Context: an optimization exercise on an open-source flow, tuned for small area and a short achievable clock period. The choices shown serve that exercise and are no tape-out recipe. Where RTL was checked, it was by simulation tests only, not by an equivalence proof against the original. No activity file was given, so power comes from the tool's default toggle rates.

// pipe_mul
module pipe_mul #(
    parameter int XLEN   = 32,
    parameter int STAGES = 4,
    parameter int TAG_W  = 4
) (
    input  logic                clk_i,
    input  logic                rst_i,
    input  logic                req_i,
    input  logic                flush_i,
    input  logic [1:0]          op_i,
    input  logic [XLEN-1:0]     a_i,
    input  logic [XLEN-1:0]     b_i,
    input  logic [TAG_W-1:0]    tag_i,
    output logic                ready_o,
    output logic [XLEN-1:0]     result_o,
    output logic [2*XLEN-1:0]   product_o,
    output logic [TAG_W-1:0]    tag_o,
    output logic                busy_o
);
Size: roughly 3300 cells after synthesis, about 450 flip-flops, roughly 180 I/O pins, roughly 33000 um2 of cells after synthesis.
Settings: LEC_CHECK=0, ABC_AREA=1, CAP_MARGIN=20, CORE_MARGIN=2, CORE_UTILIZATION=40, CTS_BUF_LIST=sky130_fd_sc_hd__clkbuf_4 sky130_fd_sc_hd__clkbuf_8, CTS_CLUSTER_DIAMETER=40, CTS_CLUSTER_SIZE=16, SETUP_SLACK_MARGIN=5, SLEW_MARGIN=20, SYNTH_HIERARCHICAL=1; clock period 8.5 ns.
standard.sh (not shown) runs the stock make flow with config.mk's settings and CLKGATE_MAP_FILE= SYNTH_SCRIPT=/design/flow/synth_recipe.tcl, a recipe that flattens the netlist after the stock synthesis.
==> flow/flow/run.sh <==
#!/bin/bash
# Standard layout with plain buf_2 port buffers and a clock tree without
# dummy loads; timing repair aims past the design's period (the SDC and its
# period are unchanged).
export BUFFER_PORTS_ARGS="-buffer_cell sky130_fd_sc_hd__buf_2"
export CTS_ARGS="-sink_clustering_enable -repair_clock_nets -sink_clustering_size 16 -sink_clustering_max_diameter 40 -buf_list {sky130_fd_sc_hd__clkbuf_4 sky130_fd_sc_hd__clkbuf_8} -dont_use_dummy_load"
bash standard.sh SETUP_SLACK_MARGIN=5.2 finish > standard.log 2>&1
The starting point finished clean.
Next try:
--- a/flow/design.v
+++ b/flow/design.v
@@ -4629,24 +4629,25 @@
         r3_w1642 <= w1642;
         r1_w3 <= w3;
         r2_r1_w3 <= r1_w3;
         r3_r2_r1_w3 <= r2_r1_w3;
     end
     logic [63:0] w_prod;
     assign w_prod = {w2192, w2191, w2190, w2189, w2188, w2187, w2186, w2185, w2184, w2183, w2182, w2181, w2180, w2179, w2178, w2177, w2176, w2175, w2174, w2173, w2172, w2171, w2170, w2169, w2168, w2167, w2166, w2165, w2164, w2163, w2162, w2161, w2160, w2159, w2158, w2157, w2156, w2155, w2154, w2153, w2152, w2151, w2150, w2149, w2148, w2147, w2146, w2145, w2144, w2143, w2142, w2141, w1752, r3_w1655, r3_w1653, r3_w1651, r3_w1649, r3_w1647, r3_w1645, r3_r2_w1139, r3_r2_w1137, r3_r2_w1135, r3_r2_w1133, r3_r2_w1131};
-    logic w_ld, w_hold, r_sel_lo;
+    logic w_ld, w_hold, r_sel_lo, r_sel_hi;
     assign w_ld   = rst_i & r_vld[3] & ~flush_i;
     assign w_hold = rst_i & ~(r_vld[3] & ~flush_i);
     always_ff @(posedge clk_i) begin
         ready_o   <= w_ld;
         r_sel_lo  <= (r3_r2_r1_w3 & w_ld) | (r_sel_lo & w_hold);
+        r_sel_hi  <= (~r3_r2_r1_w3 & w_ld) | (r_sel_hi & w_hold);
         tag_o     <= (r_tag[3] & {4{w_ld}}) | (tag_o & {4{w_hold}});
         product_o <= (w_prod & {64{w_ld}}) | (product_o & {64{w_hold}});
     end
-    assign result_o = r_sel_lo ? product_o[31:0] : product_o[63:32];
+    assign result_o = (product_o[31:0] & {32{r_sel_lo}}) | (product_o[63:32] & {32{r_sel_hi}});
 endmodule
 module pm_fa (
     input  logic a,
     input  logic b,
     input  logic c,
     output logic s,
     output logic co
Design area hardly moves.
Synthesized cell count is about the same.
Sequential share of layout area rose by 0.10 points.
Fmax fell by 2.7%.
Power is about the same.
Count of clock-buffer cells in the layout rose by 9.
Critical path depth stays the same.
Function not checked in the second run of this note: the RTL went through the layout flow alone.

* * *

pipe_mul, a different RTL version from the one above (not shown whole).
For scale: about 480 flip-flops, ~180 I/O pins, roughly 34000 um^2 of cells after synthesis.
export LEC_CHECK = 0
export ABC_AREA = 1
export CAP_MARGIN = 20
export CORE_MARGIN = 2
export CORE_UTILIZATION = 40
export CTS_BUF_LIST = sky130_fd_sc_hd__clkbuf_4 sky130_fd_sc_hd__clkbuf_8
export CTS_CLUSTER_DIAMETER = 40
export CTS_CLUSTER_SIZE = 16
export SETUP_SLACK_MARGIN = 5
export SLEW_MARGIN = 20
export SYNTH_HIERARCHICAL = 1
create_clock -name core_clock -period 8.5 [get_ports {clk_i}]
==> flow/flow/run.sh <==
#!/bin/bash
# Standard layout with plain buf_2 port buffers and a clock tree without
# dummy loads; timing repair aims past the design's period (the SDC and its
# period are unchanged).
export BUFFER_PORTS_ARGS="-buffer_cell sky130_fd_sc_hd__buf_2"
export CTS_ARGS="-sink_clustering_enable -repair_clock_nets -sink_clustering_size 16 -sink_clustering_max_diameter 40 -buf_list {sky130_fd_sc_hd__clkbuf_4 sky130_fd_sc_hd__clkbuf_8} -dont_use_dummy_load"
bash standard.sh SETUP_SLACK_MARGIN=5.3 finish > standard.log 2>&1
Edit:
--- a/flow/design.v
+++ b/flow/design.v
@@ -4628,27 +4628,28 @@
         r3_w1643 <= w1643;
         r3_w1642 <= w1642;
         r1_w3 <= w3;
         r2_r1_w3 <= r1_w3;
         r3_r2_r1_w3 <= r2_r1_w3;
     end
     logic [63:0] w_prod;
     assign w_prod = {w2192, w2191, w2190, w2189, w2188, w2187, w2186, w2185, w2184, w2183, w2182, w2181, w2180, w2179, w2178, w2177, w2176, w2175, w2174, w2173, w2172, w2171, w2170, w2169, w2168, w2167, w2166, w2165, w2164, w2163, w2162, w2161, w2160, w2159, w2158, w2157, w2156, w2155, w2154, w2153, w2152, w2151, w2150, w2149, w2148, w2147, w2146, w2145, w2144, w2143, w2142, w2141, w1752, r3_w1655, r3_w1653, r3_w1651, r3_w1649, r3_w1647, r3_w1645, r3_r2_w1139, r3_r2_w1137, r3_r2_w1135, r3_r2_w1133, r3_r2_w1131};
-    logic w_ld, w_ldl, w_ldh, w_hold;
+    logic w_ld, w_hold;
+    logic [3:0] r_sel_lo;
     assign w_ld   = rst_i & r_vld[3] & ~flush_i;
-    assign w_ldl  = w_ld & r3_r2_r1_w3;
-    assign w_ldh  = w_ld & ~r3_r2_r1_w3;
     assign w_hold = rst_i & ~(r_vld[3] & ~flush_i);
     always_ff @(posedge clk_i) begin
         ready_o   <= w_ld;
+        r_sel_lo  <= ({4{r3_r2_r1_w3}} & {4{w_ld}}) | (r_sel_lo & {4{w_hold}});
         tag_o     <= (r_tag[3] & {4{w_ld}}) | (tag_o & {4{w_hold}});
         product_o <= (w_prod & {64{w_ld}}) | (product_o & {64{w_hold}});
-        result_o  <= (w_prod[31:0] & {32{w_ldl}}) | (w_prod[63:32] & {32{w_ldh}})
-                   | (result_o & {32{w_hold}});
+    end
+    for (genvar k = 0; k < 32; k++) begin : g_res
+        assign result_o[k] = r_sel_lo[k / 8] ? product_o[k] : product_o[k + 32];
     end
 endmodule
 module pm_fa (
     input  logic a,
     input  logic b,
     input  logic c,
     output logic s,
     output logic co
=> The new run ran to the end with no violations; via count shrinks by a few percent; setup slack loses 0.17 ns; wire length shrinks by a few percent; synthesized area shrinks slightly; clock power shrinks by about a fifth; register-to-register slack hardly moves; worst hold slack barely changes; synthesized cell count shrinks by a few percent; die area shrinks slightly; clock skew grows by 0.020 ns; total power shrinks by a few percent.
No run of this note included a check of the RTL's function; only the layout flow was run.

-- separate check: timing with driven ports --
The flow's constraints put no driver on any port. The routed layouts listed below were extracted and timed again, unchanged, in two steps.
Step 1 assumes that a clkbuf_16 drives the clock port and a buf_2 every other input.
Step 2 adds t to the input delays and takes it off the output delays; t is the mean of the earliest and latest rising clock arrival at the registers after step 1. Input paths then give back, and output paths get back, about the clock's delay inside the block.
Three values: ideal ports, drivers, drivers and shift; two values: the first two.
| run | shift t [ns] | slack for setup (ns) | worst data-port slew with drivers (ns) |
|---|---|---|---|
| the first run of note 1 | 0.699 | 5.185 / 5.117 / 5.056 | 0.05 |
| the second run of note 1 | 0.704 | 5.095 / 5.028 / 4.899 | 0.07 |
| the first run of note 2 | 0.707 | 5.330 / 5.330 / 4.920 | 0.06 |
| the second run of note 2 | 0.740 | 5.160 / 5.096 / 5.000 | 0.06 |
After both steps every run listed still meets setup and hold. The setup slack of the first run of note 2, which loses most, moves by 0.000 ns with the drivers and by -0.410 ns with both steps.
